What follows belongs to an exercise in optimizing a design on an open flow for small area, a short achievable clock period and few clock cycles per item; a production flow would make more cautious choices. Function was checked by simulation only, so behaviour that the tests miss may differ from the original.

==> flow/design.v, too long to show whole: its modules and the start of the top module <==
// module ptpd_axis: 104 lines
// module ptpd_ctrl: 101 lines
// module ptpd_pd_term: 732 lines
// module ptpd_conv1: 312 lines
// module ptpd_conv2: 143 lines
// module pan_tilt_pd_tracker: 108 lines
module pan_tilt_pd_tracker (
	input  logic                                    clk,
	input  logic                                    arst_n,
	input  logic                                    cfg_we,
	input  logic [ptpd_pkg::CFG_IDX_BITS-1:0]       cfg_index,
	input  logic [ptpd_pkg::CFG_DATA_BITS-1:0]      cfg_data,
	input  logic                                    in_valid,
	output logic                                    in_ready,
	input  logic signed [ptpd_pkg::ERROR_BITS-1:0]  pan_pixel_error,
	input  logic signed [ptpd_pkg::ERROR_BITS-1:0]  tilt_pixel_error,
	input  logic                                    target_seen,
	input  logic [ptpd_pkg::AGE_BITS-1:0]           link_age_ms,
	input  logic                                    stop_press,
	output logic                                    out_valid,
	input  logic                                    out_ready,
	output logic [ptpd_pkg::PULSE_BITS-1:0]         pan_pulse_us,
	output logic [ptpd_pkg::PULSE_BITS-1:0]         tilt_pulse_us,
	output logic                                    tracking_active,
	output logic                                    drive_enabled
);
  // ...
==> flow/run.sh <==
#!/bin/bash
# synth_recipe.tcl (not shown) runs the flow's synth.tcl, then flattens the netlist and writes it again
# the make line also repeats each setting of config.mk as NAME=value (left out here)
make -C /OpenROAD-flow-scripts/flow DESIGN_CONFIG=/design/flow/config.mk WORK_HOME=/design/flow/orfs CLKGATE_MAP_FILE= SYNTH_SCRIPT=/design/flow/synth_recipe.tcl finish
==> flow/config.mk <==
export PLATFORM = sky130hd
export DESIGN_NAME = pan_tilt_pd_tracker
export DESIGN_NICKNAME = pan_tilt_pd_tracker
export VERILOG_FILES = /design/flow/design.v
export SDC_FILE = /design/flow/constraint.sdc
export NUM_CORES = 4
export LEC_CHECK = 0
export CAP_MARGIN = 20
export CORE_MARGIN = 2
export CORE_UTILIZATION = 40
export SLEW_MARGIN = 20
==> flow/constraint.sdc <==
create_clock -name core_clock -period 11.0 [get_ports {clk}]
set_input_delay 2.2000 -clock core_clock [delete_from_list [all_inputs] [get_ports {clk}]]
set_output_delay 2.2000 -clock core_clock [all_outputs]
set_load 0.01 [all_outputs]
==> flow_summary.yaml, run 1 <==
outcome:
  status: "complete, no violations"
run:
  drv_cap: 0
clock_tree:
  ctsRootBufferMaster: "clkbuf_16"
  cts_buffer_depth: 3
  clk_latency_ns: 0.62
  cts.sinks: 371
floorplan:
  core.rowCount: 128
  chipWidth_um: 353
  die_y_um: 353
  dieArea_um2: 125000
  initial_utilization_pct: 40.2
synth:
  synth_top_family_by_area: "adder cells"
  synth_top_area_share_pct: 23.9
  yosysTopAreaCell: "fa_1"
  synth-compound-area-share_pct: 13.5
  synth-simple-area-share_pct: 8.45
final_layout:
  seq_area_um2: 10300
  final_cell_mix: "889 x inv_1, 582 x fa_1, 465 x ha_1, 412 x xnor2_1, 303 x a22oi_1"
  largestRegisters: "u_ctrl.out_q (26), u_ctrl.sk_q (26)"
  multi_input_area_um2: 34200
  diodes: 0
  nFlopsAndLatches: 371
detailed_routing:
  ant_nets: 0
  wl_per_cell_um: 18.5
  top_layer_used: "met5"
sta:
  rsz0062_at_grt: "no"
  hold_viol: 0
  hold_ws_ns: 0.432
  layout_setup_ws_ns: 3.59
worst_setup_path:
  path_class: "register to register"
  cp_num_cells: 22
  worstReg2RegEnd: "u_pan.t1_q[20]"
Testbench counts, summed over its fixed seeds: cycles 3,240, items 3,200.
==> inputs of run 2 (changes only) <==
--- a/flow/config.mk
+++ b/flow/config.mk
@@ -9,3 +9,4 @@
 export CORE_MARGIN = 2
-export CORE_UTILIZATION = 40
+export CORE_UTILIZATION = 60
+export SETUP_SLACK_MARGIN = 5
 export SLEW_MARGIN = 20
==> run 2 against run 1 <==
Still clean; via count increased by 1.9%; first-iteration DRC count decreased by 3.0%; synthesized cell count unchanged; highest routed layer unchanged.
==> flow_summary.yaml, run 2 <==
detailed_routing:
  top_layer_used: "met5"
  drtIter0Drc: 2243
  route.layer.met1.wl_mm: 53.8
  vias: 35500
  drt_first_pass_iters: 6
  drc: 0
  finalWirelength_mm: 123
  ant_nets: 0
  wl_per_cell_um: 19.9
  vias_per_cell: 5.72
  dr_wl_met3_mm: 9.47
  dr_wl_met2_mm: 56.8
worst_setup_path:
  path_common_cell: "fa_1"
  slowest_delay_ns: 0.54
  critPathRequiredTime_ns: 11.33
  regToRegSetupSlack_ns: 4.71
  reg2reg_depth: 25
  path_class: "register to register"
  critPathLaunchType: "register"
  cpLargestDelayFamily: "adder cells"
  slowest_stage: "fa_1"
  cp_max_fo: 8
  cp_num_buf_inv: 6
  r2r_start: "u_pan.e0_q[1]"
  endpoint_kind: "register"
  worstReg2RegEnd: "u_pan.t1_q[21]"
  crit_arrival_ns: 6.62
clock_tree:
  numCtsBuffers: 46
  cts.sinks: 371
  htree_levels: 2
  ctsRootBufferMaster: "clkbuf_16"
  clk_pin_slew_ns: 0.06
  cts_tree: "built"
  ctsHoldBuffers: 0
  cts_buffer_depth: 3
  clk_latency_ns: 0.61
sta:
  final.min_clock_period_ns: 6.29
  clock_skew_ns: 0.0356
  max_slew_margin_pct: 29.2
  hold_ws_ns: 0.398
  layout_setup_ws_ns: 4.71
  worst_pin_slew_ns: 1.06
  tns_ns: 0
  rsz0062_at_grt: "yes"
  finalMaxSlewViolations: 0
  setup_viol_count_final: 0
  fmax_mhz: 159
  post-route-period-util_pct: 57.1
  hold_viol: 0
floorplan:
  die_y_um: 289
  core.rowCount: 104
  io-pin-count: 94
  core_um2: 80400
  initial_utilization_pct: 60.5
  chipWidth_um: 289
  dieArea_um2: 83400
place:
  dpl_cell_area_um2: 50500
  place_inst: 5966
  post-place-ws_ns: 3.72
  port_buffers: 93
  hpwl_mm: 94.9
  place_congestion: 0.921
final_layout:
  largestRegisters: "u_ctrl.out_q (26), u_ctrl.sk_q (26)"
  seq_area_um2: 10300
  layout_commonest_cell: "inv_1"
  multi_input_area_um2: 35400
  utilization_pct: 68.1
  drive_gt1_share_pct: 13.2
  nFillCells: 6488
  layout.cells.non_filler: 6202
  final_cell_mix: "871 x inv_1, 542 x fa_1, 426 x ha_1, 409 x xnor2_1, 287 x a22oi_1"
  nets: 6217
  diodes: 0
  stdcell_area_um2: 54800
  areaGrowthSynthToFinish_pct: 12.5
synth:
  syn_area_um2: 48700
  netlist_instances: 4991
  ys_types: 97
  synth_top_cells_by_area: "fa_1 24%, edfxtp_1 12%, ha_1 12%"
  ys_seq_area_share_pct: 21.2
  synth_top_area_share_pct: 23.9
  yosysWarnings: 3
  syn_area_per_cell_um2: 9.76
  syn-num-nets: 6104
  async_reset_ff_share_pct: 47.2
  ys.flop_type: "edfxtp_1"
  synth_most_common_cell: "inv_1"
  synthTopCellsByCount: "890 x inv_1, 582 x fa_1, 465 x ha_1"
  yosysTopAreaCell: "fa_1"
  ys_ff_latch: 371
  synth_edf_count: 196
hold_path:
  min_path_type: "register to register"
  hp-start: "u_ctrl.trk1_q"
  holdPathStages: 0
  min_to: "u_ctrl.trk2_q"
run:
  drv_cap: 0
global_routing:
  grt_pass1_wl_mm: 196
  grt_remaining_overflow: 0
  grt_pass1_vias: 36000
  grt_util_all_layers_pct: 30.0
  antenna_found_initial: 4
  grt_max_degree: 71
outcome:
  status: "complete, no violations"
==> run 2: layout make-up <==
type                    instances  area share (%)
repair buffers                287            4.83
multi-input cells            3496            64.6
flip-flops and latches        371            18.9
inverters                     902            6.29
well taps                    1060            2.42
clock inverters                26           0.605
clock buffers                  60            2.37
==> run 2: routing by layer <==
| layer | GRT usage (%) | vias to the layer above |
|---|---|---|
| met2 | 48.2 | 1151 |
| met4 | 7.81 | 6 |
| li1 | - | 16800 |
| met5 | 0 | - |
| met3 | 6.19 | 219 |
| met1 | 41.6 | 17300 |
==> run 2: worst max-delay path by stage <==
stage,from,to,slack [ns],depth (start not counted)
6_report,u_pan.e0_q[1],u_pan.t1_q[21],4.71,25
5_1_grt,u_pan.e0_q[1],u_pan.t1_q[21],4.51,25
4_1_cts,u_pan.e0_q[2],u_pan.t1_q[20],4.79,23
3_5_place_dp,u_pan.e0_q[1],u_pan.t1_q[20],3.72,20
3_3_place_gp,u_tilt.e0_q[1],u_tilt.t1_q[16],3.82,19
2_1_floorplan,u_pan.e0_q[5],u_pan.t1_q[20],5.00,21
==> run 2: cells by family after synthesis <==
logic type / Yosys count / share of synthesized area [%]
AOI/OAI and AO/OA: 962 / 13.5
xor gates and xnor gates: 533 / 9.59
DFF: 371 / 21.2
adders and majority gates: 1047 / 35.9
buffers and inverters: 1124 / 8.71
and+or+nand+nor: 836 / 8.45
muxes: 118 / 2.70
==> run 2: repair_timing <==
action,4_1_cts,5_1_grt
hold endpoints to repair,0,0
gates cloned,0,0
pin swaps,55,64
setup endpoints to repair,78,82
buffers inserted,104,45
resized for setup,156,137

separate check: timing with driven ports:
No port has a modelled driver above. Below, the same layouts with a new extraction and two added sets of constraints. Step 1, drivers: a clkbuf_16 drives clk and a buf_2 each remaining input, both assumed. Step 2 adds t to the input delays and takes it off the output delays; t is the mean of the earliest and latest rising clock arrival at the registers after step 1. Input paths then give back, and output paths get back, about the clock's delay inside the block. Slacks: ideal / step 1 / step 2; pairs: ideal / step 1.
run	t, ns	setup slack, ns	worst setup path after step 2	slew at the worst register clock pin (ns)	pins driven straight from the clock port
run 1	0.659	3.593 / 3.593 / 3.593	register to register	0.07 / 0.07	1
run 2	0.663	4.715 / 4.715 / 4.577	input to register	0.07 / 0.07	1
After both steps setup and hold are still met in every run listed. The setup slack of run 2, which loses most, moves by 0.000 ns with the drivers and by -0.138 ns with both steps.
